Background: an optimization exercise with open tools, aiming at a short achievable clock period and few clock cycles per item. Do not read the settings as production practice.
Only simulation tests tie the RTL to the original design; equivalence was not proved.
Power is estimated from default activity; no workload was simulated.

==> flow/design.v <==
package cpu_pkg;
    localparam int xlen = 32;
    localparam int reg_addr_width = 5;
    typedef logic [xlen-1:0] word_t;
    typedef logic [reg_addr_width-1:0] reg_addr_t;
    localparam logic [6:0] op_imm    = 7'b0010011;
    localparam logic [6:0] op_reg    = 7'b0110011;
    localparam logic [6:0] op_lui    = 7'b0110111;
    localparam logic [6:0] op_auipc  = 7'b0010111;
    localparam logic [6:0] op_jal    = 7'b1101111;
    localparam logic [6:0] op_branch = 7'b1100011;
endpackage
module pipeline_cpu (
    input  logic clk,
    input  logic rst,
    output cpu_pkg::word_t imem_addr,
    input  cpu_pkg::word_t imem_data,
    output logic retire_valid,
    output cpu_pkg::word_t retire_pc,
    output cpu_pkg::reg_addr_t retire_rd,
    output cpu_pkg::word_t retire_data,
    output logic retire_illegal
);
    logic [11:0] f_idx;      
    logic        f_known;    
    logic [31:0] f_pc;
    assign imem_addr = {18'b0, f_idx, 2'b00};
    logic        f_jal, f_br, f_same, f_br_pred, f_pred;
    logic [2:0]  f_f3;
    logic [11:0] f_jimm, f_bimm, f_next;
    assign f_jal  = imem_data[6:0] == cpu_pkg::op_jal;
    assign f_br   = imem_data[6:0] == cpu_pkg::op_branch;
    assign f_f3   = imem_data[14:12];
    assign f_same = imem_data[19:15] == imem_data[24:20];
    assign f_br_pred = f_br && ((f_f3 == 3'b000 && (imem_data[31] || f_same))
                             || (f_f3 == 3'b001 && !f_same));
    assign f_pred = f_jal || f_br_pred;
    assign f_jimm = {imem_data[13:12], imem_data[20], imem_data[30:22]};
    assign f_bimm = {imem_data[31], imem_data[31], imem_data[7], imem_data[30:25], imem_data[11:9]};
    always_comb begin
        if (f_jal)          f_next = f_idx + f_jimm;
        else if (f_br_pred) f_next = f_idx + f_bimm;
        else                f_next = f_idx + 12'd1;
    end
    logic        d_valid;
    logic [31:0] d_instr;
    logic [31:0] d_pc;
    logic        d_pred;
    logic [6:0]  d_op;
    logic [4:0]  d_rd, d_rs1, d_rs2;
    logic [2:0]  d_f3;
    logic [31:0] d_imm_i, d_imm_u, d_imm_b, d_imm_j;
    logic        d_is_imm, d_is_reg, d_is_lui, d_is_auipc, d_is_jal, d_is_br, d_legal;
    logic        d_writes;
    logic [31:0] d_pc4, d_pcb, d_pcj, d_pcu, d_next_pc, d_alt_pc;
    assign d_op  = d_instr[6:0];
    assign d_rd  = d_instr[11:7];
    assign d_f3  = d_instr[14:12];
    assign d_rs1 = d_instr[19:15];
    assign d_rs2 = d_instr[24:20];
    assign d_imm_i = {{20{d_instr[31]}}, d_instr[31:20]};
    assign d_imm_u = {d_instr[31:12], 12'b0};
    assign d_imm_b = {{19{d_instr[31]}}, d_instr[31], d_instr[7], d_instr[30:25], d_instr[11:8], 1'b0};
    assign d_imm_j = {{11{d_instr[31]}}, d_instr[31], d_instr[19:12], d_instr[20], d_instr[30:21], 1'b0};
    assign d_is_imm   = d_op == cpu_pkg::op_imm;
    assign d_is_reg   = d_op == cpu_pkg::op_reg;
    assign d_is_lui   = d_op == cpu_pkg::op_lui;
    assign d_is_auipc = d_op == cpu_pkg::op_auipc;
    assign d_is_jal   = d_op == cpu_pkg::op_jal;
    assign d_is_br    = d_op == cpu_pkg::op_branch;
    assign d_legal    = d_is_imm || d_is_reg || d_is_lui || d_is_auipc || d_is_jal || d_is_br;
    assign d_writes   = d_legal && !d_is_br && d_rd != 5'd0;
    assign d_pc4 = d_pc + 32'd4;
    assign d_pcb = d_pc + d_imm_b;
    assign d_pcj = d_pc + d_imm_j;
    assign d_pcu = d_pc + d_imm_u;
    assign d_next_pc = !d_pred ? d_pc4 : d_is_jal ? d_pcj : d_pcb;
    assign d_alt_pc  = d_pred ? d_pc4 : d_pcb;
    logic [31:0] regs [1:31];
    logic [31:0] rf_a, rf_b;
    assign rf_a = (d_rs1 == 5'd0) ? 32'd0 : regs[d_rs1];
    assign rf_b = (d_rs2 == 5'd0) ? 32'd0 : regs[d_rs2];
    logic        d_use_rs2;
    logic [31:0] d_b_nf;
    assign d_use_rs2 = d_is_reg || d_is_br;
    always_comb begin
        if (d_use_rs2)        d_b_nf = rf_b;
        else if (d_is_imm)    d_b_nf = d_imm_i;
        else if (d_is_lui)    d_b_nf = d_imm_u;
        else if (d_is_auipc)  d_b_nf = d_pcu;
        else                  d_b_nf = d_pc4;    
    end
    logic d_sel_add, d_sel_sll, d_sel_slt, d_sel_xor, d_sel_srl, d_sel_or, d_sel_and, d_sel_b, d_sub;
    logic d_alu;
    assign d_alu = d_is_imm || d_is_reg;
    assign d_sel_add = d_alu && (d_f3 == 3'b000 || d_f3 == 3'b011);
    assign d_sel_sll = d_alu && d_f3 == 3'b001;
    assign d_sel_slt = d_alu && d_f3 == 3'b010;
    assign d_sel_xor = d_alu && d_f3 == 3'b100;
    assign d_sel_srl = d_alu && d_f3 == 3'b101;
    assign d_sel_or  = d_alu && d_f3 == 3'b110;
    assign d_sel_and = d_alu && d_f3 == 3'b111;
    assign d_sel_b   = !d_alu;
    assign d_sub = (d_is_reg && d_f3 == 3'b000 && d_instr[31:25] == 7'b0100000) || d_sel_slt;
    logic        e_valid, e_wen, e_writes, e_illegal;
    logic [31:0] e_pc, e_a, e_b, e_alt_pc;
    logic [4:0]  e_rd;
    logic        e_sel_add, e_sel_sll, e_sel_slt, e_sel_xor, e_sel_srl, e_sel_or, e_sel_and, e_sel_b, e_sub;
    logic        e_br, e_beq, e_bne, e_pred;
    logic [31:0] e_sum, e_result;
    logic        e_lt, e_eq, e_taken, e_mispredict;
    assign e_sum = e_a + (e_b ^ {32{e_sub}}) + {31'b0, e_sub};
    assign e_lt  = (e_a[31] != e_b[31]) ? e_a[31] : e_sum[31];
    assign e_result = ({32{e_sel_add}} & e_sum)
                    | ({32{e_sel_sll}} & (e_a << e_b[4:0]))
                    | ({32{e_sel_slt}} & {31'b0, e_lt})
                    | ({32{e_sel_xor}} & (e_a ^ e_b))
                    | ({32{e_sel_srl}} & (e_a >> e_b[4:0]))
                    | ({32{e_sel_or}}  & (e_a | e_b))
                    | ({32{e_sel_and}} & (e_a & e_b))
                    | ({32{e_sel_b}}   & e_b);
    assign e_eq = e_a == e_b;
    assign e_taken = (e_beq && e_eq) || (e_bne && !e_eq);
    assign e_mispredict = e_valid && e_br && (e_taken != e_pred);
    logic d_fwd_a, d_fwd_b;
    assign d_fwd_a = e_wen && e_rd == d_rs1;
    assign d_fwd_b = e_wen && d_use_rs2 && e_rd == d_rs2;
    always_ff @(posedge clk) begin
        if (rst) begin
            f_idx <= 12'd0;
            f_known <= 1'b1;
            f_pc <= 32'd0;
            d_valid <= 1'b0;
            e_valid <= 1'b0;
            e_wen <= 1'b0;
            retire_valid <= 1'b0;
        end else begin
            retire_valid <= e_valid;
            if (e_mispredict) begin
                f_idx <= e_alt_pc[13:2];
                f_known <= 1'b1;
                f_pc <= e_alt_pc;
                d_valid <= 1'b0;
                e_valid <= 1'b0;
                e_wen <= 1'b0;
            end else begin
                f_idx <= f_next;
                f_known <= 1'b0;
                d_valid <= 1'b1;
                e_valid <= d_valid;
                e_wen <= d_valid && d_writes;
            end
        end
    end
    always_ff @(posedge clk) begin
        d_instr <= imem_data;
        d_pred <= f_pred;
        d_pc <= f_known ? f_pc : d_next_pc;
        e_pc <= d_pc;
        e_a <= d_fwd_a ? e_result : rf_a;
        e_b <= d_fwd_b ? e_result : d_b_nf;
        e_alt_pc <= d_alt_pc;
        e_rd <= d_rd;
        e_writes <= d_writes;
        e_illegal <= !d_legal;
        e_sel_add <= d_sel_add;
        e_sel_sll <= d_sel_sll;
        e_sel_slt <= d_sel_slt;
        e_sel_xor <= d_sel_xor;
        e_sel_srl <= d_sel_srl;
        e_sel_or <= d_sel_or;
        e_sel_and <= d_sel_and;
        e_sel_b <= d_sel_b;
        e_sub <= d_sub;
        e_br <= d_is_br;
        e_beq <= d_f3 == 3'b000;
        e_bne <= d_f3 == 3'b001;
        e_pred <= d_pred;
        retire_pc <= e_pc;
        retire_rd <= e_writes ? e_rd : 5'd0;
        retire_data <= e_writes ? e_result : 32'd0;
        retire_illegal <= e_illegal;
    end
    always_ff @(posedge clk) begin
        for (int i = 1; i < 32; i++) begin
            if (rst) begin
                regs[i] <= 32'd0;
            end else if (e_wen && e_rd == 5'(i)) begin
                regs[i] <= e_result;
            end
        end
    end
endmodule
==> flow/run.sh <==
#!/bin/bash
# synth_recipe.tcl (not shown) runs the flow's synth.tcl, then flattens the netlist and writes it again
# the make line also repeats each setting of config.mk as NAME=value (left out here)
make -C /OpenROAD-flow-scripts/flow DESIGN_CONFIG=/design/flow/config.mk WORK_HOME=/design/flow/orfs CLKGATE_MAP_FILE= SYNTH_SCRIPT=/design/flow/synth_recipe.tcl finish
==> flow/config.mk <==
export PLATFORM = sky130hd
export DESIGN_NAME = pipeline_cpu
export DESIGN_NICKNAME = pipeline_cpu
export VERILOG_FILES = /design/flow/design.v
export SDC_FILE = /design/flow/constraint.sdc
export NUM_CORES = 4
export LEC_CHECK = 0
export CAP_MARGIN = 20
export CORE_MARGIN = 2
export CORE_UTILIZATION = 40
export SLEW_MARGIN = 20
==> flow/constraint.sdc <==
create_clock -name core_clock -period 8.5 [get_ports {clk}]
set_input_delay 1.7000 -clock core_clock [delete_from_list [all_inputs] [get_ports {clk}]]
set_output_delay 1.7000 -clock core_clock [all_outputs]
set_load 0.01 [all_outputs]
==> metrics.md, run 1 <==
| Metric | Value |
|---|---|
| Status | `timing/DRC/antenna clean` |
| Final setup violation count | `0` |
| Worst flop-to-flop path endpoint | `regs[13][28]` |
| FFs w/ async S/R, synth | `0%` |
| Initial Utilization | `approximately 40%` |
| CP cell instances | `clkdlybuf4s50_1 -> xnor2_1 -> a311o_1 -> and4_1 -> a2bb2oi_1 -> ha_1 -> fa_1 -> a21o_1 -> a21oi_1 -> o21ai_0 -> a21oi_1 -> o21bai_1 -> a21oi_1 -> nor4bb_1 -> o31ai_1 -> a21oi_1` |
| Syn-to-layout area delta | `12.5%` |
| Worst-path clk slew | `60 ps` |
| Setup repair after global routing missed its margin | `no` |
| Synth Cell Area | `0.0669 mm2` |
| Worst-Margin Slew | `1350 ps` |
| R2R Setup Slk | `3540 ps` |
| Skew final | `39.7 ps` |
| CP max-delay cell | `xnor2_1` |
| Die Wd | `413 um` |
| Critical Path Stages | `16` |
| IO Count | `around 140` |
| WL/cell | `between 30 and 40 um` |
| HP Class | `reg2reg` |
| CP Capture Type | `register` |
| IO buf count | `~120` |
| CP Max Fanout | `7` |
| Initial antenna violation count | `11` |
| Final period utilization | `59.8%` |
| Clk Latency, worst-skew pair | `830 ps` |
| Pins Over Slew Limit | `0` |
| DRC viols | `0` |
| Number of synthesized flops with an enable pin | `2` |
| Max H-tree Level | `4` |
| Drt initial violations | `14500` |
| Vias in the first global route | `between 60000 and 70000` |
| Max Cap Viol | `0` |
| Top cell by count, worst path | `a21oi_1` |
| Vias/cell | `slightly above 7` |
| CP endpoint | `f_idx[10]` |
| Area contributors post-synth | `dfxtp_1, a211oi_1, a22oi_1, nor2_1, clkbuf_1` |
| Wire length of the first global-routing pass | `477 mm` |
| Cell taking the most area after synthesis | `dfxtp_1` |
| Placed cell count | `9670` |
| Synth top area share | `between 30% and 40%` |
| Final std cells w/o fill | `about 10000` |
| Largest net degree at the start of global routing | `228` |
| Root buffer cell | `clkbuf_16` |
| Final GP Congestion | `slightly below 1` |
| Die ar. | `0.170 mm2` |
| Most frequent cells in the layout | `dfxtp_1, nor2_1, a211oi_1` |
| TritonCTS Buffers | `145` |
| Number of buffer and inverter stages on the critical path | `1` |
| Yosys cell types | `96` |
| Core Rows | `150` |
| CP delay by family, top | `compound AO/OA/AOI/OAI gates` |
| CP Launch Point | `imem_data[21]` |
| Rel. slew slack | `9.89%` |
| Layout cell share with drive strength beyond 1 | `8.85%` |
| Most common cell after layout, fill and taps aside | `dfxtp_1` |
| Chip height | `413 um` |
| Post-DP HPWL | `202 mm` |
| Max VDD drop | `0.178 mV` |
| Ys flop type | `dfxtp_1` |
| Max Fclk | `0.197 GHz` |
| Minimum clock period | `5090 ps` |
| Pwr dens | `190 mW/mm2` |
| Overflow after GRT | `0` |
| WP data required | `just over 9000 ps` |
| Sequential area share after synthesis | `39.6%` |
| Via count | `roughly 70000` |
| Resized cells post-CTS | `0` |
| Clock sinks | `1323` |
| Total Wirelength | `343 mm` |
| Synth Warn # | `34` |
| Final Hold Viols | `0` |
| Maximum clock path buffer count | `3` |
| CP arrival | `5810 ps` |
| Mapped Cells | `7926` |
| TritonCTS clock tree | `yes` |
| Lkg Pwr | `24.9 nW` |
| Post-layout nets | `7817` |
| FF+latch count, synth | `1323` |
| Worst reg2reg path startpoint | `e_sub` |
| DRT Pass-1 Iters | `14` |
| Kind of critical path | `in2reg` |
| Post-route ant nets | `0` |
| R2R cell count | `11` |
| Hold buffers post-CTS | `0` |
| GRT Util Overall | `about two fifths` |
| Placeable Area | `0.167 mm2` |
| Setup TNS Final | `0 ps` |
| Post-CTS Setup Bufs | `0` |
| Max stage delay on crit path | `540 ps` |
| CP Launch Type | `primary input` |
| Mapped Avg Cell Area | `8.44 um2` |
-- synthesized netlist by cell type (30+ instances only) --
library cell,count
a211oi_1,959
buf_2,90
nor3_1,120
nor2_1,1297
a21oi_1,347
clkbuf_1,624
mux2i_1,60
buf_4,34
ha_1,162
xnor2_1,76
a31oi_1,34
o211ai_1,35
and3_1,30
xor2_1,86
nand3_1,127
mux4_2,52
nor4_1,46
o21ai_0,205
nand2_1,399
a221oi_1,115
nand4_1,135
dfxtp_1,1321
a311oi_1,71
a22oi_1,661
a21o_1,48
or3_1,66
inv_1,117
buf_1,53
a22o_1,112
nor2b_1,52
a222oi_1,63
-- power by group --
group	internal, W	switching, W
Sequential	0.00628	0.000102
Clock	0.00379	0.00281
Combinational	0.000360	0.000931
Total	0.0104	0.00384
-- logic make-up (layout without fill, tap and decap cells) --
kind of cell | after synthesis | in the layout | share of synthesized area [%]
buf+inv | 930 | 711 | 5.66
other cells | 1 | 36 | 0.00561
xor+xnor | 162 | 162 | 2.12
flops | 1323 | 1323 | 39.6
fa+ha+maj | 167 | 167 | 3.18
mux | 126 | 126 | 2.91
simple gates | 2371 | 2371 | 15.5
compound gates | 2846 | 2846 | 31.0
-- cell type report --
cell class	instances	area (um2)
timing repair buffer	332	2920
sequential	1323	26500
tap	2204	2760
antenna	16	40.0
clock buffer	212	4270
inverter	122	458
fill	16300	91400
clock inverter	45	646
multi-input combinational	5692	37600
-- per-layer routing --
metal  wire length, um  vias to the layer above  share of wire, %  track usage (%)
met4             26900                       10               7.8             24.6
met3             53900                     1631                16             15.6
met5                71                        -             0.021           0.0565
li1                  -                    29100                 -                -
met1            129000                    33200                37             50.0
met2            134000                     6133                39             52.7
-- state kept, by name (all words and copies together), names as in the netlist, 5 cells and up --
name         flops
d_instr         32
d_pc            32
f_idx           12
retire_rd        5
f_pc            32
retire_data     32
e_pc            31
retire_pc       32
e_a             32
e_rd             5
e_b             32
regs           992
e_alt_pc        32
-- worst min-delay path by stage --
stage          startpoint        endpoint  cells past startpoint
2_1_floorplan   e_illegal  retire_illegal                      0
3_3_place_gp    e_illegal  retire_illegal                      0
3_5_place_dp      e_pc[1]    retire_pc[1]                      0
4_1_cts          e_pc[13]   retire_pc[13]                      0
5_1_grt          e_pc[13]   retire_pc[13]                      0
6_report         e_pc[13]   retire_pc[13]                      0
-- stage by stage --
stage | worst slack (ps) | instance area, um2 | utilization (%) | power, W | hold WS (ps)
global route | 3170 | 75200 | 45.1 | 0.0146 | 328
finish | 3410 | 75200 | 45.2 | 0.0143 | 322
detailed placement | 2560 | 70200 | 42.1 | 0.00773 | 314
CTS | 3400 | 75100 | 45.1 | 0.0142 | 326
global placement | 2490 | 70200 | 42.1 | 0.00772 | 312
floorplan | 3660 | 67000 | - | 0.00723 | 310
Testbench counts, summed over its fixed seeds: cycles 84,696, instrs 80,000.
==> inputs of run 2 (changes only) <==
--- a/flow/config.mk
+++ b/flow/config.mk
@@ -6,6 +6,8 @@
 export NUM_CORES = 4
 export LEC_CHECK = 0
+export ABC_CLOCK_PERIOD_IN_PS = 2500
 export CAP_MARGIN = 20
 export CORE_MARGIN = 2
 export CORE_UTILIZATION = 40
+export SETUP_SLACK_MARGIN = 5
 export SLEW_MARGIN = 20
==> run 2 against run 1 <==
Now fails the layout checks on max-capacitance violations, max-slew violations. Clock power up 1%. Cell count up 2.7%. Sequential share of layout area down 2.7 points. Count of clock-buffer cells in the layout fell by 1. Flip-flop and latch count is the same. Die area unchanged. Final area grew 8.6%. Largest cell class unchanged. Largest power group unchanged.
==> metrics.md, run 2 <==
| Metric | Value |
|---|---|
| CP Launch Type | `primary input` |
| Synth top area share | `39.5%` |
| Lkg Pwr | `between 20 and 30 nW` |
| Yosys cell types | `96` |
| WL/cell | `36.7 um` |
| Most frequent cells in the layout | `dfxtp_1, nor2_1, a211oi_1` |
| WP data required | `about 9200 ps` |
| CP Launch Point | `imem_data[20]` |
| CP arrival | `4620 ps` |
| Max Fclk | `0.255 GHz` |
| CP max-delay cell | `fa_2` |
| Met2 Resource Use GR | `between 50% and 60%` |
| Final period utilization | `between 40% and 50%` |
| Hold buffers post-CTS | `0` |
| CP cell instances | `buf_8 -> xor2_2 -> nor3_2 -> a311o_1 -> and4_4 -> a2bb2oi_2 -> ha_2 -> fa_2 -> a21o_1 -> a21oi_2 -> o21ai_2 -> a21oi_2 -> o21bai_1 -> a21oi_2 -> nor4bb_1 -> o31ai_1 -> a21oi_1` |
| R2R Setup Slk | `4630 ps` |
| Area contributors post-synth | `dfxtp_1, a211oi_1, a22oi_1, nor2_1, clkbuf_1` |
| Vias/cell | `7.25` |
| Root buffer cell | `clkbuf_16` |
| Final setup violation count | `0` |
| Max Cap Viol | `3` |
| Pre-CTS setup slack | `3050 ps` |
| Status | `complete, but fails checks` |
| Most frequent cell after synthesis | `dfxtp_1` |
| Core Rows | `150` |
| Hold WS | `327 ps` |
| Skew final | `45.4 ps` |
| Mapped Cells | `7926` |
| Largest net degree at the start of global routing | `217` |
| Met3 Use GR | `18.8%` |
| Mapped Avg Cell Area | `8.44 um2` |
| GRT Util Overall | `40.3%` |
| CP Capture Type | `register` |
| Overflow after GRT | `0` |
| Pwr dens | `180 mW/mm2` |
| Total Wirelength | `375 mm` |
| Worst setup margin | `4590 ps` |
| Kind of critical path | `in2reg` |
| Initial antenna violation count | `28` |
| Post-layout nets | `around 8100` |
| Maximum clock path buffer count | `3` |
| Clock sinks | `approximately 1300` |
| TritonCTS clock tree | `yes` |
| DRC viols | `0` |
| Worst flop-to-flop path endpoint | `e_a[4]` |
| HP Class | `reg2reg` |
| Setup repair after global routing missed its margin | `yes` |
| TritonCTS Buffers | `146` |
| Post-DP HPWL | `206 mm` |
| Layout cell share with drive strength beyond 1 | `between 15 and 20%` |
| IO Count | `approximately 140` |
| Critical Path Stages | `17` |
| Max H-tree Level | `4` |
| Pins Over Slew Limit | `35` |
| Worst-Margin Slew | `roughly 1700 ps` |
| Chip height | `413 um` |
| Clk Latency, worst-skew pair | `860 ps` |
| Commonest cells in the netlist | `dfxtp_1, nor2_1, a211oi_1` |
| Synth Cell Area | `about 0.067 mm2` |
| CP endpoint | `f_idx[10]` |
| Busiest grt layer | `met2` |
| Final core utilization | `49.1%` |
| Number of synthesized flops with an enable pin | `2` |
| Top cell by count, worst path | `a21oi_2` |
| Die Wd | `413 um` |
| Met1 global-route usage | `about 51%` |
| R2R cell count | `10` |
| Max stage delay on crit path | `360 ps` |
| Ys flop type | `dfxtp_1` |
| Max VDD drop | `around 0.22 mV` |
| Minimum clock period | `between 3000 and 4000 ps` |
| Placeable Area | `between 0.15 and 0.2 mm2` |
| CP delay by family, top | `compound AO/OA/AOI/OAI gates` |
| Final Hold Viols | `0` |
| Most common cell after layout, fill and taps aside | `dfxtp_1` |
| Rel. slew slack | `-13.0%` |
| Largest Register | `regs` |
| Syn-to-layout area delta | `22.2%` |
| Wire length of the first global-routing pass | `496 mm` |
| Cell taking the most area after synthesis | `dfxtp_1` |
| SO Viols | `max-capacitance violations, max-slew violations` |
| Worst reg2reg path startpoint | `d_instr[15]` |
| Max reg flops | `992` |
| Final GP Congestion | `1.01` |
| CP Max Fanout | `6` |
| FF+latch count, synth | `approximately 1300` |
| Initial Utilization | `40.1%` |
| IO buf count | `between 100 and 150` |
| Placed Area | `0.0703 mm2` |
| Synth Warn # | `34` |
| Setup TNS Final | `0 ps` |
| Vias in the first global route | `65300` |
| Design Area, Final | `between 0.08 and 0.09 mm2` |
| Number of buffer and inverter stages on the critical path | `1` |
| FFs w/ async S/R, synth | `0%` |
| Post-route ant nets | `0` |
| Sequential area share after synthesis | `39.6%` |
| Via count | `74100` |
| Die ar. | `0.170 mm2` |
| Worst-path clk slew | `60 ps` |
| DRT Pass-1 Iters | `23` |
| Drt initial violations | `between 15000 and 20000` |
## run 2: cell types whose count changed in the layout (fill, tap and decap cells not counted), moves of 39 or more
cell | previous run | this run
buf_6 | 0 | 52
a21oi_2 | 1 | 40
buf_4 | 207 | 278
buf_12 | 6 | 65
a211oi_1 | 959 | 734
a211oi_2 | 1 | 222
a21oi_1 | 342 | 297
dfxtp_1 | 1310 | 1269
## run 2: kinds of logic after synthesis
| family | count (synthesis) | synth area share (%) |
|---|---|---|
| compound gates | 2846 | 31.0 |
| xor+xnor | 162 | 2.12 |
| fa+ha+maj | 167 | 3.18 |
| buf+inv | 930 | 5.66 |
| flops | 1323 | 39.6 |
| mux | 126 | 2.91 |
| other cells | 1 | 0.00561 |
| simple gates | 2371 | 15.5 |
## run 2: timing repair
| action | CTS | global route |
|---|---|---|
| endpoints found under the setup margin | 1165 | 959 |
| setup buffers | 91 | 91 |
| pin swaps | 84 | 113 |
| resized for setup | 306 | 519 |
| cloned | 18 | 45 |
## run 2: how the worst min path moves through the flow
stage,start,endpoint,cells past startpoint
floorplan,e_illegal,retire_illegal,0
global placement,e_illegal,retire_illegal,0
detailed placement,e_pc[24],retire_pc[24],0
CTS,e_pc[1],retire_pc[1],0
global route,e_pc[5],retire_pc[5],0
finish,e_pc[1],retire_pc[1],0
## run 2: report_power, final
part / internal, W / switching, W / total (W)
clock network: 0.00379 / 0.00289 / 0.00668
registers: 0.00628 / 0.000112 / 0.00639
logic: 0.000516 / 0.00109 / 0.00160
## run 2: through the flow
stage          cells  total power (W)
6_report       10200           0.0147
5_1_grt        10200           0.0149
4_1_cts        10000           0.0144
3_5_place_dp    9672          0.00773
3_3_place_gp    9667          0.00772
2_1_floorplan   7945          0.00724
## run 2: per-layer routing
metal	vias to the layer above	part of all wire, %
li1	29700	-
met1	35000	35
met2	7177	38
met3	2174	17
met4	30	9.7
met5	-	0.19
## run 2: cell type report
cell class | count | area (um2)
fillers | 15500 | 84900
repair buffers | 561 | 6400
clock inverters | 53 | 694
multi-input cells | 5710 | 40500
clock buffers | 211 | 4260
diodes | 28 | 70.1
well taps | 2204 | 2760
flip-flops and latches | 1323 | 26600
inverters | 122 | 473
==> inputs of run 3 (changes only) <==
--- a/flow/design.v
+++ b/flow/design.v
@@ -26,7 +26,7 @@
     logic [31:0] f_pc;
     assign imem_addr = {18'b0, f_idx, 2'b00};
-    logic        f_jal, f_br, f_same, f_br_pred, f_pred;
+    logic        f_jal, f_br, f_same, f_br_pred, f_pred, f_seq;
     logic [2:0]  f_f3;
-    logic [11:0] f_jimm, f_bimm, f_next;
+    logic [11:0] f_jimm, f_bimm, f_tj, f_tb, f_t1, f_next;
     assign f_jal  = imem_data[6:0] == cpu_pkg::op_jal;
     assign f_br   = imem_data[6:0] == cpu_pkg::op_branch;
@@ -36,11 +36,11 @@
                              || (f_f3 == 3'b001 && !f_same));
     assign f_pred = f_jal || f_br_pred;
+    assign f_seq  = !f_pred;
     assign f_jimm = {imem_data[13:12], imem_data[20], imem_data[30:22]};
     assign f_bimm = {imem_data[31], imem_data[31], imem_data[7], imem_data[30:25], imem_data[11:9]};
-    always_comb begin
-        if (f_jal)          f_next = f_idx + f_jimm;
-        else if (f_br_pred) f_next = f_idx + f_bimm;
-        else                f_next = f_idx + 12'd1;
-    end
+    assign f_tj = f_idx + f_jimm;
+    assign f_tb = f_idx + f_bimm;
+    assign f_t1 = f_idx + 12'd1;
+    assign f_next = ({12{f_jal}} & f_tj) | ({12{f_br_pred}} & f_tb) | ({12{f_seq}} & f_t1);
     logic        d_valid;
     logic [31:0] d_instr;
@@ -75,15 +75,39 @@
     assign d_pcj = d_pc + d_imm_j;
     assign d_pcu = d_pc + d_imm_u;
-    assign d_next_pc = !d_pred ? d_pc4 : d_is_jal ? d_pcj : d_pcb;
+    assign d_next_pc = ({32{!d_pred}} & d_pc4) | ({32{d_pred && d_is_jal}} & d_pcj)
+                     | ({32{d_pred && !d_is_jal}} & d_pcb);
     assign d_alt_pc  = d_pred ? d_pc4 : d_pcb;
     logic [31:0] regs [1:31];
-    logic [31:0] rf_a, rf_b;
-    assign rf_a = (d_rs1 == 5'd0) ? 32'd0 : regs[d_rs1];
-    assign rf_b = (d_rs2 == 5'd0) ? 32'd0 : regs[d_rs2];
+    logic [31:1] d_rsel_a, d_rsel_b;
+    logic        d_wsel_a, d_wsel_b;
+    logic [31:0] w_a, w_b;
+    always_comb begin
+        w_a = {32{d_wsel_a}} & retire_data;
+        w_b = {32{d_wsel_b}} & retire_data;
+        for (int i = 1; i < 32; i++) begin
+            w_a = w_a | ({32{d_rsel_a[i]}} & regs[i]);
+            w_b = w_b | ({32{d_rsel_b[i]}} & regs[i]);
+        end
+    end
+    logic        e_wen;      
+    logic [4:0]  e_rd;
+    logic [4:0]  f_rs1, f_rs2;
+    logic        f_wsel_a, f_wsel_b;
+    logic [31:1] f_rsel_a, f_rsel_b;
+    assign f_rs1 = imem_data[19:15];
+    assign f_rs2 = imem_data[24:20];
+    assign f_wsel_a = e_wen && e_rd == f_rs1;
+    assign f_wsel_b = e_wen && e_rd == f_rs2;
+    always_comb begin
+        for (int i = 1; i < 32; i++) begin
+            f_rsel_a[i] = !f_wsel_a && f_rs1 == 5'(i);
+            f_rsel_b[i] = !f_wsel_b && f_rs2 == 5'(i);
+        end
+    end
     logic        d_use_rs2;
     logic [31:0] d_b_nf;
     assign d_use_rs2 = d_is_reg || d_is_br;
     always_comb begin
-        if (d_use_rs2)        d_b_nf = rf_b;
+        if (d_use_rs2)        d_b_nf = w_b;
         else if (d_is_imm)    d_b_nf = d_imm_i;
         else if (d_is_lui)    d_b_nf = d_imm_u;
@@ -91,8 +115,10 @@
         else                  d_b_nf = d_pc4;    
     end
-    logic d_sel_add, d_sel_sll, d_sel_slt, d_sel_xor, d_sel_srl, d_sel_or, d_sel_and, d_sel_b, d_sub;
-    logic d_alu;
+    logic d_sel_add, d_sel_sub, d_sel_sll, d_sel_slt, d_sel_xor, d_sel_srl, d_sel_or, d_sel_and, d_sel_b;
+    logic d_alu, d_sub;
     assign d_alu = d_is_imm || d_is_reg;
+    assign d_sub = d_is_reg && d_instr[31:25] == 7'b0100000;
     assign d_sel_add = d_alu && (d_f3 == 3'b000 || d_f3 == 3'b011);
+    assign d_sel_sub = d_alu && d_f3 == 3'b000 && d_sub;
     assign d_sel_sll = d_alu && d_f3 == 3'b001;
     assign d_sel_slt = d_alu && d_f3 == 3'b010;
@@ -102,11 +128,10 @@
     assign d_sel_and = d_alu && d_f3 == 3'b111;
     assign d_sel_b   = !d_alu;
-    assign d_sub = (d_is_reg && d_f3 == 3'b000 && d_instr[31:25] == 7'b0100000) || d_sel_slt;
-    logic        e_valid, e_wen, e_writes, e_illegal;
+    logic        e_valid, e_writes, e_illegal;
     logic [31:0] e_pc, e_a, e_b, e_alt_pc;
-    logic [4:0]  e_rd;
-    logic        e_sel_add, e_sel_sll, e_sel_slt, e_sel_xor, e_sel_srl, e_sel_or, e_sel_and, e_sel_b, e_sub;
+    logic        e_sel_add, e_sel_sub, e_sel_sll, e_sel_slt, e_sel_xor, e_sel_srl, e_sel_or, e_sel_and, e_sel_b;
     logic        e_br, e_beq, e_bne, e_pred;
     logic [31:0] e_sum, e_result;
+    logic        e_sub;
     logic        e_lt, e_eq, e_taken, e_mispredict;
     assign e_sum = e_a + (e_b ^ {32{e_sub}}) + {31'b0, e_sub};
@@ -130,5 +155,4 @@
             f_idx <= 12'd0;
             f_known <= 1'b1;
-            f_pc <= 32'd0;
             d_valid <= 1'b0;
             e_valid <= 1'b0;
@@ -140,5 +164,4 @@
                 f_idx <= e_alt_pc[13:2];
                 f_known <= 1'b1;
-                f_pc <= e_alt_pc;
                 d_valid <= 1'b0;
                 e_valid <= 1'b0;
@@ -154,9 +177,14 @@
     end
     always_ff @(posedge clk) begin
+        f_pc <= rst ? 32'd0 : e_alt_pc;
         d_instr <= imem_data;
+        d_rsel_a <= f_rsel_a;
+        d_rsel_b <= f_rsel_b;
+        d_wsel_a <= f_wsel_a;
+        d_wsel_b <= f_wsel_b;
         d_pred <= f_pred;
         d_pc <= f_known ? f_pc : d_next_pc;
         e_pc <= d_pc;
-        e_a <= d_fwd_a ? e_result : rf_a;
+        e_a <= d_fwd_a ? e_result : w_a;
         e_b <= d_fwd_b ? e_result : d_b_nf;
         e_alt_pc <= d_alt_pc;
@@ -165,4 +193,5 @@
         e_illegal <= !d_legal;
         e_sel_add <= d_sel_add;
+        e_sub <= d_sel_sub || d_sel_slt;
         e_sel_sll <= d_sel_sll;
         e_sel_slt <= d_sel_slt;
@@ -172,5 +201,4 @@
         e_sel_and <= d_sel_and;
         e_sel_b <= d_sel_b;
-        e_sub <= d_sub;
         e_br <= d_is_br;
         e_beq <= d_f3 == 3'b000;
@@ -186,6 +214,6 @@
             if (rst) begin
                 regs[i] <= 32'd0;
-            end else if (e_wen && e_rd == 5'(i)) begin
-                regs[i] <= e_result;
+            end else if (retire_valid && retire_rd == 5'(i)) begin
+                regs[i] <= retire_data;
             end
         end
--- a/flow/config.mk
+++ b/flow/config.mk
@@ -6,8 +6,7 @@
 export NUM_CORES = 4
 export LEC_CHECK = 0
-export ABC_CLOCK_PERIOD_IN_PS = 2500
-export CAP_MARGIN = 20
+export CAP_MARGIN = 40
 export CORE_MARGIN = 2
 export CORE_UTILIZATION = 40
 export SETUP_SLACK_MARGIN = 5
-export SLEW_MARGIN = 20
+export SLEW_MARGIN = 40
==> run 3 against run 2 <==
The run now finishes clean. First-iteration DRC count rose by 19%. Clock skew rose by 18 ps. Largest cell class unchanged. Critical endpoint is now regs[11][31]. Sequential share of layout area rose by 2.3 points. Largest power group unchanged. Worst hold slack got worse by 2.2 ps. Fmax rose by 11%.
==> metrics.md, run 3 <==
| Metric | Value |
|---|---|
| Status | `timing/DRC/antenna clean` |
| Core Rows | `152` |
| Max VDD drop | `0.184 mV` |
| Sequential area share after synthesis | `between 30% and 40%` |
| Hold depth | `0` |
| Fillers | `16700` |
| Initial Utilization | `40.3%` |
| Mapped Avg Cell Area | `roughly 7.8 um2` |
| Most frequent cell after synthesis | `nand2_1` |
| Most common cell after layout, fill and taps aside | `nand2_1` |
| Rel. slew slack | `25.2%` |
| Drt initial violations | `18100` |
| Sequential standard cell area | `0.0280 mm2` |
| Overflow after GRT | `0` |
| Pwr dens | `213 mW/mm2` |
| Synth top area share | `40.0%` |
| Post-layout nets | `8835` |
| Final Hold Viols | `0` |
| Vias/cell | `approximately 7.2` |
| Number of synthesized flops with an enable pin | `1` |
| Hold Path End | `retire_pc[28]` |
| Commonest cells in the netlist | `nand2_1, dfxtp_1, a21oi_1` |
| Clock sinks | `1387` |
| Clk Latency, worst-skew pair | `900 ps` |
| CP Max Fanout | `19` |
| Post-route ant nets | `0` |
| Final period utilization | `a little over 40%` |
| Max H-tree Level | `4` |
| Ys flop type | `dfxtp_1` |
| Yosys cell types | `104` |
| GRT Util Overall | `44.4%` |
| R2R cell count | `8` |
| Setup TNS Final | `0 ps` |
| Pins Over Slew Limit | `0` |
| R2R Setup Slk | `~5000 ps` |
| IO buf count | `116` |
| Worst reg2reg path startpoint | `retire_rd[2]` |
| Cell taking the most area after synthesis | `dfxtp_1` |
| Kind of critical path | `reg2reg` |
| Max Cap Viol | `0` |
| Initial antenna violation count | `between 40 and 50` |
| Max Fclk | `0.284 GHz` |
| IO Count | `137` |
| WP data required | `9180 ps` |
| Die Wd | `421 um` |
| Vias in the first global route | `about 71000` |
| Worst-path clk slew | `60 ps` |
| HP Class | `reg2reg` |
| FFs w/ async S/R, synth | `0%` |
| TritonCTS clock tree | `yes` |
| Area contributors post-synth | `dfxtp_1, nand2_1, a21oi_1, a22oi_1, a221oi_1` |
| DRC viols | `0` |
| Final GP Congestion | `0.972` |
| Worst Hold Launch | `e_pc[28]` |
| Largest net degree at the start of global routing | `159` |
| Synth Cell Area | `0.0694 mm2` |
| Chip height | `roughly 420 um` |
| Worst flop-to-flop path endpoint | `regs[11][31]` |
| Max reg flops | `just under 1000` |
| Placeable Area | `0.172 mm2` |
| Maximum clock path buffer count | `3` |
| Minimum clock period | `3520 ps` |
| Most frequent cells in the layout | `nand2_1, dfxtp_1, a21oi_1` |
| Die ar. | `between 0.15 and 0.2 mm2` |
| CP Launch Type | `register` |
| Area of the multi-input gates | `about 0.039 mm2` |
| Lkg Pwr | `between 20 and 30 nW` |
| Post-DP HPWL | `225 mm` |
| Largest Register | `regs` |
| WL/cell | `36.9 um` |
| CP arrival | `roughly 4200 ps` |
| Worst setup margin | `4980 ps` |
| Root buffer cell | `clkbuf_16` |
| DRT Pass-1 Iters | `14` |
| Final setup violation count | `0` |
| Syn-to-layout area delta | `15.5%` |
| Mapped Cells | `about 8900` |
| FF+latch count, synth | `1387` |
| TritonCTS Buffers | `around 150` |
| Via count | `79900` |
| Wire length of the first global-routing pass | `554 mm` |
| Setup repair after global routing missed its margin | `yes` |
| Pre-CTS setup slack | `3470 ps` |
| Skew final | `63.4 ps` |
| Worst-Margin Slew | `1120 ps` |
| Synth Warn # | `2` |
| CP Capture Type | `register` |
| Layout cell share with drive strength beyond 1 | `10.5%` |
| Total Wirelength | `410 mm` |
run 3: worst max-delay path by stage:
stage	start	end	slack, ps	cells after the start
2_1_floorplan	imem_data[22]	f_idx[10]	4940	10
3_3_place_gp	imem_data[22]	f_idx[7]	3390	11
3_5_place_dp	imem_data[22]	f_idx[8]	3470	11
4_1_cts	e_sub	e_a[28]	4960	12
5_1_grt	e_sub	e_b[24]	4920	16
6_report	retire_rd[2]	regs[11][31]	4980	8
run 3: worst max-delay path, stage by stage, from the launching register on:
cell and delay, ps:
dfxtp_2 330, buf_12 120, buf_4 210, nand2b_1 370, nor2_1 640, nand3_2 770, buf_4 630, nand2_1 150
a21oi_1 70
run 3: power breakdown:
part	internal [W]	leakage, nW	switching (W)	total [W]
clock	0.00406	2.56	0.00309	0.00715
combinational	0.00103	13.7	0.00182	0.00285
sequential	0.00680	11.3	0.000310	0.00711
total	0.0119	27.6	0.00522	0.0171
run 3: final cells by class:
| type | count | share of cell area, % |
|---|---|---|
| diodes | 53 | 0.165 |
| well taps | 2310 | 3.60 |
| repair buffers | 393 | 5.24 |
| clock inverters | 57 | 1.09 |
| clock buffers | 227 | 5.54 |
| flip-flops and latches | 1387 | 34.9 |
| inverters | 117 | 0.551 |
| multi-input cells | 6575 | 48.9 |
run 3: metrics by stage:
step	cell area (um2)	cells	util [%]	power, W	hold WS, ps
after detailed placement	73000	10700	42.4	0.00986	312
after CTS	79300	11000	46.1	0.0169	324
final	80200	11100	46.6	0.0171	325
after global placement	72600	10700	42.2	0.00984	311
after floorplan	69600	8888	-	0.00885	310
after global routing	80100	11100	46.5	0.0175	330
run 3: what timing repair did:
item / CTS / global route
pin swaps: 3 / 22
hold buffers: 0 / 0
buffers inserted: 17 / 27
resized for setup: 227 / 97
gates cloned: 9 / 3
endpoints found under the setup margin: 159 / 119
run 3: routing by layer:
| layer | routed length [um] | vias to the layer above | GRT usage (%) |
|---|---|---|---|
| met5 | 708 | - | 3.39 |
| met4 | 43900 | 24 | 35.2 |
| met3 | 69400 | 3024 | 24.7 |
| met2 | 154000 | 8129 | 58.2 |
| met1 | 142000 | 37500 | 52.2 |
| li1 | - | 31300 | - |
run 3: kinds of logic (layout without fill, tap and decap cells):
logic type               count (synthesis)  count (layout)  share of synthesized area (%)
AO/OA/AOI/OAI                         2860            2860                           27.2
XOR/XNOR                               190             190                           2.40
adder cells (fa/ha/maj)                173             173                           3.18
buffers and inverters                  927             794                           5.30
flip-flops                            1387            1387                           40.0
multiplexers                           111             111                           2.33
other                                    1              73                        0.00540
AND/OR/NAND/NOR                       3220            3221                           19.6
Testbench counts of run 3, summed over its fixed seeds: cycles 84,696, instrs 80,000.
==> inputs of run 4 (changes only) <==
--- a/flow/design.v
+++ b/flow/design.v
@@ -134,12 +134,13 @@
     logic [31:0] e_sum, e_result;
     logic        e_sub;
+    logic [4:0]  e_shamt;    
     logic        e_lt, e_eq, e_taken, e_mispredict;
     assign e_sum = e_a + (e_b ^ {32{e_sub}}) + {31'b0, e_sub};
     assign e_lt  = (e_a[31] != e_b[31]) ? e_a[31] : e_sum[31];
     assign e_result = ({32{e_sel_add}} & e_sum)
-                    | ({32{e_sel_sll}} & (e_a << e_b[4:0]))
+                    | ({32{e_sel_sll}} & (e_a << e_shamt))
                     | ({32{e_sel_slt}} & {31'b0, e_lt})
                     | ({32{e_sel_xor}} & (e_a ^ e_b))
-                    | ({32{e_sel_srl}} & (e_a >> e_b[4:0]))
+                    | ({32{e_sel_srl}} & (e_a >> e_shamt))
                     | ({32{e_sel_or}}  & (e_a | e_b))
                     | ({32{e_sel_and}} & (e_a & e_b))
@@ -151,4 +152,21 @@
     assign d_fwd_a = e_wen && e_rd == d_rs1;
     assign d_fwd_b = e_wen && d_use_rs2 && e_rd == d_rs2;
+    logic e_zero_ok, e_zero, e_sum0;
+    logic d_res_both, d_res_zero, d_resolved;
+    logic d_m_eq, d_m_ne, d_mispredict;
+    assign e_sum0 = !(e_a[0] ^ e_b[0]) && ((e_a[31:1] ^ e_b[31:1]) == (e_a[30:0] | e_b[30:0]));
+    assign e_zero_ok = e_sel_add || e_sel_xor || e_sel_or || e_sel_and || e_sel_b;
+    assign e_zero = (e_sel_add && (e_sub ? e_eq : e_sum0))
+                 || (e_sel_xor && e_eq)
+                 || (e_sel_or && (e_a | e_b) == 32'd0)
+                 || (e_sel_and && (e_a & e_b) == 32'd0)
+                 || (e_sel_b && e_b == 32'd0);
+    assign d_res_both = d_fwd_a && d_fwd_b;
+    assign d_res_zero = ((d_fwd_a && d_rs2 == 5'd0) || (d_fwd_b && d_rs1 == 5'd0)) && e_zero_ok;
+    assign d_resolved = d_res_both || d_res_zero;
+    assign d_m_eq = d_valid && d_is_br && ((d_f3 == 3'b000) != d_pred);
+    assign d_m_ne = d_valid && d_is_br && ((d_f3 == 3'b001) != d_pred);
+    assign d_mispredict = (d_res_both && d_m_eq)
+                       || (d_res_zero && (e_zero ? d_m_eq : d_m_ne));
     always_ff @(posedge clk) begin
         if (rst) begin
@@ -168,7 +186,7 @@
                 e_wen <= 1'b0;
             end else begin
-                f_idx <= f_next;
-                f_known <= 1'b0;
-                d_valid <= 1'b1;
+                f_idx <= d_mispredict ? d_alt_pc[13:2] : f_next;
+                f_known <= d_mispredict;
+                d_valid <= !d_mispredict;
                 e_valid <= d_valid;
                 e_wen <= d_valid && d_writes;
@@ -177,5 +195,5 @@
     end
     always_ff @(posedge clk) begin
-        f_pc <= rst ? 32'd0 : e_alt_pc;
+        f_pc <= rst ? 32'd0 : e_mispredict ? e_alt_pc : d_alt_pc;
         d_instr <= imem_data;
         d_rsel_a <= f_rsel_a;
@@ -188,4 +206,7 @@
         e_a <= d_fwd_a ? e_result : w_a;
         e_b <= d_fwd_b ? e_result : d_b_nf;
+        if (d_sel_sll || d_sel_srl) begin
+            e_shamt <= d_fwd_b ? e_result[4:0] : d_b_nf[4:0];
+        end
         e_alt_pc <= d_alt_pc;
         e_rd <= d_rd;
@@ -201,5 +222,5 @@
         e_sel_and <= d_sel_and;
         e_sel_b <= d_sel_b;
-        e_br <= d_is_br;
+        e_br <= d_is_br && !d_resolved;    
         e_beq <= d_f3 == 3'b000;
         e_bne <= d_f3 == 3'b001;
==> run 4 against run 3 <==
Sequential share of layout area down 0.92 points. Sequential power up 3.2%. Cell count up 2.2%. Global-route usage up 1.4 points. Worst setup slack worse by 260 ps. Critical path type unchanged. Highest routed layer unchanged.
==> metrics.md, run 4 <==
| Metric | Value |
|---|---|
| Setup repair after global routing missed its margin | `yes` |
| Layout cell share with drive strength beyond 1 | `12.7%` |
| Die ar. | `between 0.15 and 0.2 mm2` |
| Hold Path End | `retire_pc[28]` |
| Initial antenna violation count | `~50` |
| DRC viols | `0` |
| Kind of critical path | `reg2reg` |
| Met3 wire length | `between 70 and 80 mm` |
| Worst reg2reg path startpoint | `d_rsel_b[3]` |
| Met1 WL | `149 mm` |
| Post-route ant nets | `0` |
| WL/cell | `38.3 um` |
| Chip height | `between 400 and 500 um` |
| Hold depth | `0` |
| Max layer used | `met5` |
| Final GP Congestion | `~1.0` |
| Placed Area | `0.0749 mm2` |
| Via count | `82100` |
| GRT Util Overall | `45.8%` |
| Design Area, Final | `0.0833 mm2` |
| Hold buffers post-CTS | `0` |
| CP cell instances | `buf_4 -> a22o_1 -> a221oi_1 -> nand4_1 -> nor3_1 -> o21ai_0 -> o41ai_1 -> o22ai_2` |
| Minimum clock period | `3780 ps` |
| Synth Cell Area | `about 0.07 mm2` |
| Wire length of the first global-routing pass | `586 mm` |
| Initial Utilization | `40.4%` |
| Synth Warn # | `2` |
| Largest Register | `regs` |
| CP Max Fanout | `20` |
| Status | `timing/DRC/antenna clean` |
| Post-layout nets | `9063` |
| R2R cell count | `8` |
| Die Wd | `roughly 430 um` |
| Skew final | `74.3 ps` |
| Max Cap Viol | `0` |
| Final setup violation count | `0` |
| Total Wirelength | `around 440 mm` |
| Post-DP HPWL | `253 mm` |
| Max stage delay on crit path | `~840 ps` |
| TritonCTS Buffers | `around 160` |
| Most common cell after layout, fill and taps aside | `nand2_1` |
| Pwr dens | `approximately 220 mW/mm2` |
| IO buf count | `116` |
| Area contributors post-synth | `dfxtp_1, nand2_1, a21oi_1, a22oi_1, a221oi_1` |
| Worst setup margin | `4720 ps` |
| Overflow after GRT | `0` |
| Placeable Area | `roughly 0.18 mm2` |
| Number of synthesized flops with an enable pin | `6` |
| R2R Setup Slk | `approximately 4700 ps` |
| CP Capture Type | `register` |
| CP Launch Type | `register` |
| Most frequent cell after synthesis | `nand2_1` |
| Worst-Margin Slew | `about 1100 ps` |
| DR WL met2 | `167 mm` |
| Mapped Avg Cell Area | `7.86 um2` |
| Max VDD drop | `0.155 mV` |
| Cell taking the most area after synthesis | `dfxtp_1` |
| Placed cell count | `10900` |
| TritonCTS clock tree | `yes` |
| Pre-CTS setup slack | `3760 ps` |
| FF+latch count, synth | `1392` |
| Commonest cells in the netlist | `nand2_1, dfxtp_1, a21oi_1` |
| Ys flop type | `dfxtp_1` |
| Maximum clock path buffer count | `3` |
| Final std cells w/o fill | `11400` |
| Pins Over Slew Limit | `0` |
| Vias in the first global route | `72900` |
| Clk Latency, worst-skew pair | `880 ps` |
| CP arrival | `4450 ps` |
| Core Rows | `154` |
| Lkg Pwr | `28.4 nW` |
| Sequential area share after synthesis | `39.2%` |
| Largest net degree at the start of global routing | `210` |
| Worst-path clk slew | `70 ps` |
| HP Class | `reg2reg` |
| Yosys cell types | `103` |
| Final Hold Viols | `0` |
| Mapped Cells | `9066` |
| DRT Pass-1 Iters | `15` |
| WP data required | `a little over 9000 ps` |
| Max reg flops | `992` |
| Clock sinks | `1392` |
| Vias/cell | `7.23` |
| Root buffer cell | `clkbuf_16` |
| Worst flop-to-flop path endpoint | `e_b[29]` |
| Most frequent cells in the layout | `nand2_1, dfxtp_1, a21oi_1` |
| Max Fclk | `0.265 GHz` |
| Drt initial violations | `17900` |
| Rel. slew slack | `24.3%` |
| CP max-delay cell | `nor3_1` |
| Worst Hold Launch | `e_pc[28]` |
| Final period utilization | `44.4%` |
| Syn-to-layout area delta | `16.9%` |
| Max H-tree Level | `4` |
| FFs w/ async S/R, synth | `0%` |
| Setup TNS Final | `0 ps` |
| Synth top area share | `38.9%` |
| IO Count | `137` |
==> run 4: cell types whose count changed after synthesis, sizes merged, moves of 26 or more <==
cell,previous run,this run
o21ai,224,156
buf,98,136
nand4,172,209
nor3,91,125
mux2i,55,88
nor2,328,354
==> run 4: timing repair <==
action,in CTS,in global routing
gates cloned,7,3
pin swaps,34,51
endpoints found under the setup margin,183,177
buffers inserted,40,38
gates resized for setup,388,160
hold endpoints to repair,0,0
==> run 4: area by class of cell <==
class | instances | area (um2)
clock inverters | 80 | 1280
multi-input cells | 6742 | 41400
flip-flops and latches | 1392 | 28300
inverters | 116 | 443
fillers | 17000 | 93400
clock buffers | 204 | 4360
well taps | 2340 | 2930
repair buffers | 449 | 4530
diodes | 36 | 90.1
==> run 4: how the worst max path moves through the flow <==
stage	from	end	slack, ps	depth (start not counted)
2_1_floorplan	imem_data[9]	f_idx[10]	4820	11
3_3_place_gp	imem_data[23]	f_idx[6]	3750	11
3_5_place_dp	imem_data[23]	f_idx[6]	3760	11
4_1_cts	e_sub	e_shamt[0]	4950	14
5_1_grt	e_sub	e_a[29]	4910	15
6_report	d_rsel_b[3]	e_b[29]	4720	8
==> run 4: per-stage QoR <==
step | util (%) | power (W) | hold slack (ps)
floorplan | - | 0.00936 | 310
global placement | 42.2 | 0.0106 | 311
detailed placement | 42.4 | 0.0106 | 312
CTS | 46.5 | 0.0181 | 325
global route | 47.1 | 0.0188 | 327
finish | 47.2 | 0.0184 | 324
==> run 4: kinds of logic after synthesis <==
kind of cell | share of synthesized area, %
other cells | 0.00526
simple gates | 19.8
fa+ha+maj | 3.08
flops | 39.2
xor+xnor | 2.55
buf+inv | 5.32
mux | 3.14
compound gates | 27.0
==> run 4: routing by layer <==
metal / vias up / global-route usage [%]
met5: - / 3.41
met4: 50 / 35.2
met3: 2983 / 24.1
met2: 8102 / 62.1
met1: 38700 / 53.4
li1: 32300 / -
==> run 4: critical path, delay by kind of cell, from the launching register on <==
| kind | cells | cell delay, ps |
|---|---|---|
| compound gates | 5 | 1490 |
| flops | 1 | 550 |
| buf+inv | 1 | 470 |
| simple gates | 2 | 1020 |
==> run 4: where the power goes <==
group          internal [W]  switching (W)
Combinational       0.00132        0.00216
Sequential          0.00691       0.000430
Clock               0.00442        0.00315
Total                0.0127        0.00574
Testbench counts of run 4, summed over its fixed seeds: cycles 83,084, instrs 80,000.
==> inputs of run 5 (changes only) <==
--- a/flow/design.v
+++ b/flow/design.v
@@ -227,13 +227,19 @@
         e_pred <= d_pred;
         retire_pc <= e_pc;
-        retire_rd <= e_writes ? e_rd : 5'd0;
+        retire_rd <= e_writes ? e_rd : 5'd0;     
         retire_data <= e_writes ? e_result : 32'd0;
         retire_illegal <= e_illegal;
     end
+    logic [31:1] w_we;
+    always_ff @(posedge clk) begin
+        for (int i = 1; i < 32; i++) begin
+            w_we[i] <= !rst && e_valid && e_writes && e_rd == 5'(i);
+        end
+    end
     always_ff @(posedge clk) begin
         for (int i = 1; i < 32; i++) begin
             if (rst) begin
                 regs[i] <= 32'd0;
-            end else if (retire_valid && retire_rd == 5'(i)) begin
+            end else if (w_we[i]) begin
                 regs[i] <= retire_data;
             end
==> flow/flow/run.sh (new file) <==
#!/bin/bash
set -euo pipefail
MARGIN=5.5
sed "s|\"\${@:-finish}\"|SETUP_SLACK_MARGIN=${MARGIN} \"\${@:-finish}\"|" standard.sh > standard_margin.sh
grep -q "SETUP_SLACK_MARGIN=${MARGIN}" standard_margin.sh
bash standard_margin.sh > flow_make.log 2>&1
==> flow/standard.sh (new file) <==
#!/bin/bash
# synth_recipe.tcl (not shown) runs the flow's synth.tcl, then flattens the netlist and writes it again
# the make line also repeats each setting of config.mk as NAME=value (left out here)
make -C /OpenROAD-flow-scripts/flow DESIGN_CONFIG=/design/flow/config.mk WORK_HOME=/design/flow/orfs CLKGATE_MAP_FILE= SYNTH_SCRIPT=/design/flow/synth_recipe.tcl "${@:-finish}"
removed: flow/run.sh
==> run 5 against run 4 <==
Critical endpoint is now e_b[24]. Worst hold slack better by 1.3 ps. Clock power down 2%. Highest routed layer unchanged. Routed wire length down 10%. Flip-flop and latch count up 31. Largest power group is now sequential cells. Count of clock-buffer cells in the layout up 8. Sequential share of layout area down 1.5 points. Core utilization up 2.9 points. Still clean on timing, DRC and antenna. Fmax up 3.3%.
==> metrics.md, run 5 <==
| Metric | Value |
|---|---|
| Worst-Margin Slew | `1110 ps` |
| Number of synthesized flops with an enable pin | `6` |
| Most common cell after layout, fill and taps aside | `nor2_1` |
| Mapped Cells | `7940` |
| Pre-CTS setup slack | `3760 ps` |
| Initial Utilization | `40.2%` |
| Clock sinks | `1423` |
| Yosys cell types | `92` |
| DRC viols | `0` |
| Pins Over Slew Limit | `0` |
| CP Capture Type | `register` |
| Ys flop type | `dfxtp_1` |
| Clock Power Share | `a little under two fifths` |
| Max Fclk | `0.274 GHz` |
| Wire length of the first global-routing pass | `533 mm` |
| Rel. slew slack | `25.4%` |
| FFs w/ async S/R, synth | `0%` |
| CP Max Fanout | `17` |
| Number of buffer and inverter stages on the critical path | `1` |
| Sw Share | `between 30% and 40%` |
| Largest Register | `regs` |
| Synth Warn # | `2` |
| Pwr dens | `214 mW/mm2` |
| Worst-path clk slew | `70 ps` |
| Final GP Congestion | `1.00` |
| CP Launch Type | `register` |
| Syn-to-layout area delta | `24.7%` |
| Area contributors post-synth | `dfxtp_1, mux2i_1, nor2_1, a22oi_1, a221oi_1` |
| Design Area, Final | `0.0902 mm2` |
| Most frequent cell after synthesis | `dfxtp_1` |
| FF+latch count, synth | `1423` |
| Clk Latency, worst-skew pair | `890 ps` |
| GRT Util Overall | `40.2%` |
| Hold depth | `0` |
| Vias in the first global route | `68600` |
| Internal power | `0.0132 W` |
| Max Cap Viol | `0` |
| CP max-delay cell | `nor3_1` |
| Critical Path Stages | `8` |
| Die ar. | `0.184 mm2` |
| WL/cell | `36.9 um` |
| Placed Area | `roughly 0.076 mm2` |
| Worst reg2reg path startpoint | `d_rsel_b[9]` |
| Drt initial violations | `14700` |
| Max stage delay on crit path | `just under 800 ps` |
| Root buffer cell | `clkbuf_16` |
| Vias/cell | `7.04` |
| CP delay by family, top | `simple AND/OR/NAND/NOR gates` |
| Commonest cells in the netlist | `dfxtp_1, nor2_1, mux2i_1` |
| Setup TNS Final | `0 ps` |
| Lkg Pwr | `about 32 nW` |
| Cell taking the most area after synthesis | `dfxtp_1` |
| WP data required | `roughly 9200 ps` |
| Hold WS | `325 ps` |
| Worst setup margin | `approximately 4800 ps` |
| Initial antenna violation count | `25` |
| Gate power share | `22.5%` |
| Post-layout nets | `8272` |
| Setup repair after global routing missed its margin | `yes` |
| Placeable Area | `0.180 mm2` |
| Final period utilization | `43.0%` |
| Chip height | `429 um` |
| TritonCTS Buffers | `158` |
| Minimum clock period | `3660 ps` |
| Hold buffers post-CTS | `0` |
| R2R cell count | `8` |
| Core Rows | `156` |
| Max reg flops | `between 900 and 1000` |
| Psw | `just over 0.006 W` |
| Worst Hold Launch | `e_pc[30]` |
| Largest net degree at the start of global routing | `180` |
| Via count | `74600` |
| Total Wirelength | `between 300 and 400 mm` |
| Post-route ant nets | `0` |
| Mapped Avg Cell Area | `9.11 um2` |
| Synth Cell Area | `0.0723 mm2` |
| Sequential area share after synthesis | `around 40%` |
| CP cell instances | `buf_4 -> a22o_1 -> a221oi_1 -> nand4_1 -> nor3_1 -> nor2_1 -> o22a_1 -> mux2_2` |
| Status | `timing/DRC/antenna clean` |
| Skew final | `between 80 and 90 ps` |
| Maximum clock path buffer count | `3` |
| IO buf count | `around 120` |
| Max VDD drop | `between 0.15 and 0.2 mV` |
| Post-DP HPWL | `225 mm` |
| Final Hold Viols | `0` |
| Overflow after GRT | `0` |
| Most frequent cells in the layout | `nor2_1, dfxtp_1, mux2i_1` |
| Final setup violation count | `0` |
| DRT Pass-1 Iters | `10` |
| Seq pwr share | `39.2%` |
| CP Launch Point | `d_rsel_b[9]` |
| TritonCTS clock tree | `yes` |
| Layout cell share with drive strength beyond 1 | `22.5%` |
| HP Class | `reg2reg` |
| Fillers | `16300` |
| IO Count | `roughly 140` |
| Die Wd | `429 um` |
| Synth top area share | `between 30% and 40%` |
| Kind of critical path | `reg2reg` |
| Max H-tree Level | `4` |
| CP arrival | `around 4400 ps` |
-- run 5: changes by cell type in the layout (fill, tap and decap cells not counted), moves of 39 or more --
cell | previous run | this run
a21oi_1 | 1209 | 127
dfxtp_1 | 1214 | 1142
nor2_1 | 325 | 1254
buf_6 | 29 | 112
clkdlybuf4s50_1 | 60 | 12
mux2i_1 | 82 | 1071
ha_4 | 16 | 59
buf_4 | 242 | 413
a22oi_1 | 447 | 510
o21ai_0 | 135 | 96
ha_1 | 140 | 95
dfxtp_4 | 63 | 157
nand2_1 | 2206 | 232
-- run 5: cell families after synthesis --
logic type | synth area share (%)
compound gates | 19.2
xor+xnor | 2.52
fa+ha+maj | 3.04
buf+inv | 4.77
flops | 39.5
mux | 17.3
other cells | 0.00518
simple gates | 13.8
-- run 5: worst register-to-register path, stage by stage, from the launching register on --
cell	delay [ps]
dfxtp_2	610
buf_4	500
a22o_1	310
a221oi_1	260
nand4_1	180
nor3_1	770
nor2_1	290
o22a_1	340
mux2_2	290
-- run 5: through the flow --
stage	instances	power (W)	util, %
after floorplan	7959	0.00948	-
after global placement	9880	0.0107	41.9
after detailed placement	9897	0.0108	42.2
after CTS	10400	0.0187	48.5
after global routing	10600	0.0198	50.1
final	10600	0.0193	50.1
-- run 5: worst paths after layout --
kind / slack [ps] / end
worst min register to register: 330 / retire_pc[30]
worst max-delay path: 4840 / e_b[24]
worst min-delay path: 330 / retire_pc[30]
worst max register to register: 4840 / e_b[24]
-- run 5: what timing repair did --
action	in CTS	in global routing
gates cloned	36	7
resized for setup	1250	382
endpoints found under the setup margin	651	580
setup buffers	217	117
pin swaps	156	185
-- run 5: area by class of cell --
type                       instances  area (um2)  area share, %
clock inverter                    83        1080           1.19
multi-input combinational       5652       44200           49.0
timing repair buffer             704        7660           8.49
clock buffer                     212        4520           5.01
tap                             2370        2970           3.29
antenna                           27        67.6         0.0749
inverter                         127         490          0.543
sequential                      1423       29300           32.4
-- run 5: power by group through the flow --
stage | logic, W | registers, W | clock network [W]
global placement | 0.00310 | 0.00763 | 0
global route | 0.00454 | 0.00758 | 0.00767
detailed placement | 0.00312 | 0.00763 | 0
finish | 0.00434 | 0.00757 | 0.00741
floorplan | 0.00206 | 0.00743 | 0
CTS | 0.00376 | 0.00752 | 0.00739
-- run 5: per-layer routing --
metal  up-vias  part of all wire [%]  track usage [%]
met4        32                   9.2             29.6
met3      2088                    16             17.0
met5         -                 0.065            0.390
met2      6872                    39             54.9
met1     36000                    36             50.1
li1      29600                     -                -
Testbench counts of run 5, summed over its fixed seeds: cycles 83,084, instrs 80,000.
==> inputs of run 6 (changes only) <==
--- a/flow/design.v
+++ b/flow/design.v
@@ -138,6 +138,6 @@
     assign e_sum = e_a + (e_b ^ {32{e_sub}}) + {31'b0, e_sub};
     assign e_lt  = (e_a[31] != e_b[31]) ? e_a[31] : e_sum[31];
-    assign e_result = ({32{e_sel_add}} & e_sum)
-                    | ({32{e_sel_sll}} & (e_a << e_shamt))
+    logic [31:0] e_other;
+    assign e_other  = ({32{e_sel_sll}} & (e_a << e_shamt))
                     | ({32{e_sel_slt}} & {31'b0, e_lt})
                     | ({32{e_sel_xor}} & (e_a ^ e_b))
@@ -146,4 +146,5 @@
                     | ({32{e_sel_and}} & (e_a & e_b))
                     | ({32{e_sel_b}}   & e_b);
+    assign e_result = ({32{e_sel_add}} & e_sum) | e_other;
     assign e_eq = e_a == e_b;
     assign e_taken = (e_beq && e_eq) || (e_bne && !e_eq);
@@ -204,6 +205,6 @@
         d_pc <= f_known ? f_pc : d_next_pc;
         e_pc <= d_pc;
-        e_a <= d_fwd_a ? e_result : w_a;
-        e_b <= d_fwd_b ? e_result : d_b_nf;
+        e_a <= ({32{d_fwd_a && e_sel_add}} & e_sum) | ({32{d_fwd_a}} & e_other) | ({32{!d_fwd_a}} & w_a);
+        e_b <= ({32{d_fwd_b && e_sel_add}} & e_sum) | ({32{d_fwd_b}} & e_other) | ({32{!d_fwd_b}} & d_b_nf);
         if (d_sel_sll || d_sel_srl) begin
             e_shamt <= d_fwd_b ? e_result[4:0] : d_b_nf[4:0];
==> run 6 against run 5 <==
Still clean on timing, DRC and antenna. Clock power shrank 4.6%. Sequential power shrank 1%. Cell count rose by 0.30%. Core utilization decreased by 0.10 points. Die area grew 0.66%. Global-route usage fell by 0.28 points. Worst setup slack gained 240 ps. Register-to-register slack better by 240 ps. Area after synthesis is 0.67% higher. Critical path depth grew 4. Count of clock-buffer cells in the layout is 7 higher. Critical path type unchanged. Largest power group unchanged.
==> metrics.md, run 6 <==
| Metric | Value |
|---|---|
| Sequential area share after synthesis | `between 30 and 40%` |
| Final setup violation count | `0` |
| Yosys cell types | `98` |
| Pins Over Slew Limit | `0` |
| WP data required | `9210 ps` |
| CP Max Fanout | `5` |
| Busiest grt layer | `met2` |
| Met2 Resource Use GR | `56.2%` |
| Kind of critical path | `reg2reg` |
| Skew final | `approximately 67 ps` |
| Initial antenna violation count | `21` |
| Minimum clock period | `3420 ps` |
| Synth Warn # | `2` |
| Post-DP HPWL | `230 mm` |
| Cell taking the most area after synthesis | `dfxtp_1` |
| Wire length of the first global-routing pass | `533 mm` |
| Root buffer cell | `clkbuf_16` |
| Maximum clock path buffer count | `3` |
| Setup TNS Final | `0 ps` |
| Post-layout nets | `about 8300` |
| Final period utilization | `40.2%` |
| Vias in the first global route | `67600` |
| Total Wirelength | `394 mm` |
| Clk Latency, worst-skew pair | `860 ps` |
| TritonCTS clock tree | `yes` |
| Mapped Avg Cell Area | `9.08 um2` |
| CP Launch Type | `register` |
| Commonest cells in the netlist | `dfxtp_1, nor2_1, mux2i_1` |
| IO buf count | `116` |
| DRT Pass-1 Iters | `9` |
| Syn-to-layout area delta | `24.1%` |
| Max reg flops | `between 900 and 1000` |
| Vias/cell | `7.05` |
| Max H-tree Level | `4` |
| Final std cells w/o fill | `10600` |
| Area contributors post-synth | `dfxtp_1, mux2i_1, nor2_1, a221oi_1, a22o_1` |
| Synth Cell Area | `between 0.07 and 0.08 mm2` |
| Placed cell count | `9984` |
| CP Capture Type | `register` |
| Via count | `74900` |
| Max VDD drop | `0.186 mV` |
| Ys flop type | `dfxtp_1` |
| Layout cell share with drive strength beyond 1 | `21.5%` |
| Final GP Congestion | `1.05` |
| Setup repair after global routing missed its margin | `yes` |
| WL/cell | `37.1 um` |
| Post-route ant nets | `0` |
| Number of synthesized flops with an enable pin | `6` |
| FF+latch count, synth | `1423` |
| Largest net degree at the start of global routing | `195` |
| Chip height | `431 um` |
| Worst-Margin Slew | `around 1000 ps` |
| TritonCTS Buffers | `around 160` |
| Most common cell after layout, fill and taps aside | `nor2_1` |
| GRT Util Overall | `39.9%` |
| Worst-path clk slew | `60 ps` |
| Rel. slew slack | `32.0%` |
| Die ar. | `roughly 0.19 mm2` |
| Pwr dens | `roughly 210 mW/mm2` |
| HP Class | `reg2reg` |
| Clock sinks | `around 1400` |
| Lkg Pwr | `31.9 nW` |
| Post-layout total power | `0.0192 W` |
| Final Hold Viols | `0` |
| FFs w/ async S/R, synth | `0%` |
| Drt initial violations | `14300` |
| Core Rows | `156` |
| Largest Register | `regs` |
| Met3 Use GR | `between 10% and 20%` |
| DRC viols | `0` |
| Status | `timing/DRC/antenna clean` |
| Max Cap Viol | `0` |
| Placeable Area | `0.181 mm2` |
| Max Fclk | `slightly below 0.3 GHz` |
| Hold buffers post-CTS | `0` |
| Mapped Cells | `8024` |
| Most frequent cells in the layout | `nor2_1, dfxtp_1, mux2i_1` |
| Most frequent cell after synthesis | `dfxtp_1` |
| Overflow after GRT | `0` |
| Met1 global-route usage | `48.7%` |
| IO Count | `137` |
| Die Wd | `431 um` |
| CP arrival | `4130 ps` |
| Synth top area share | `38.9%` |
| Initial Utilization | `40.3%` |
run 6: changes by cell type after synthesis, sizes merged, moves of 14 or more:
| cell | change |
|---|---|
| nor3 | +26 |
| a22oi | -218 |
| clkbuf | +33 |
| a22o | +100 |
| nand3 | -14 |
| o22ai | -20 |
| nor2 | +52 |
| a21oi | +70 |
| mux2i | -20 |
| buf | -24 |
| a221oi | +117 |
run 6: cells by family (layout without fill, tap and decap cells):
| kind of cell | Yosys count | in the layout | synth area share [%] |
|---|---|---|---|
| XOR/XNOR | 209 | 209 | 2.51 |
| buffers and inverters | 900 | 1094 | 4.83 |
| adder cells (fa/ha/maj) | 173 | 173 | 3.03 |
| other | 1 | 43 | 0.00515 |
| AO/OA/AOI/OAI | 1883 | 1883 | 19.7 |
| multiplexers | 1144 | 1144 | 16.7 |
| flip-flops | 1423 | 1423 | 39.2 |
| AND/OR/NAND/NOR | 2291 | 2291 | 14.0 |
run 6: final timing paths:
path                 start            end  slack (ps)  cells after the start
setup / recovery   e_b[28]       f_idx[6]        5080                     12
hold / removal    e_pc[14]  retire_pc[14]         320                      0
setup reg to reg   e_b[28]       f_idx[6]        5080                     12
hold reg to reg   e_pc[14]  retire_pc[14]         320                      0
run 6: layout make-up:
class,instances,area [um2]
diodes,23,57.6
clock inverters,58,815
repair buffers,686,7780
fillers,16500,90400
inverters,131,507
clock buffers,219,4430
well taps,2370,2970
flip-flops and latches,1423,29200
multi-input cells,5720,44600
run 6: power by group:
part	internal, W	switching, W
logic	0.00183	0.00278
registers	0.00706	0.000419
clock network	0.00402	0.00305
run 6: layer usage:
| metal | part of all wire, % | wire length, um |
|---|---|---|
| met5 | 0.068 | 266 |
| met3 | 15 | 60800 |
| met2 | 40 | 156000 |
| met1 | 35 | 140000 |
| met4 | 9.3 | 36800 |
run 6: repair_timing:
item	4_1_cts	5_1_grt
setup buffers	198	96
gates cloned	37	10
pin swaps	124	160
setup endpoints to repair	788	533
resized for setup	1233	311
run 6: per-stage QoR:
| step | cell area, um2 | hold slack, ps | worst slack [ps] | util (%) |
|---|---|---|---|---|
| after floorplan | 73100 | 310 | 4870 | - |
| after global placement | 75800 | 310 | 3790 | 41.9 |
| after detailed placement | 76600 | 312 | 3760 | 42.4 |
| after CTS | 87600 | 325 | 5260 | 48.5 |
| after global routing | 90300 | 330 | 5120 | 50.0 |
| final | 90300 | 324 | 5080 | 50.0 |
run 6: critical path, cell delays in order (launching register included):
cell and delay (ps):
dfxtp_4 370, buf_4 140, nor4_4 440, nand4_1 310, nor4_4 430, a22oi_1 170
o2111ai_4 180, mux2i_2 240, buf_4 180, mux2i_4 260, buf_12 150, mux2_4 310
nor4_4 130
Testbench counts of run 6, summed over its fixed seeds: cycles 83,084, instrs 80,000.

Check on run 6: ideal ports give 5.081 ns setup slack; a clkbuf_16 on the clock port and buf_2 on the inputs give 5.081 ns; moving port delays by the midpoint clock arrival (0.908 ns) as well gives 4.301 ns.
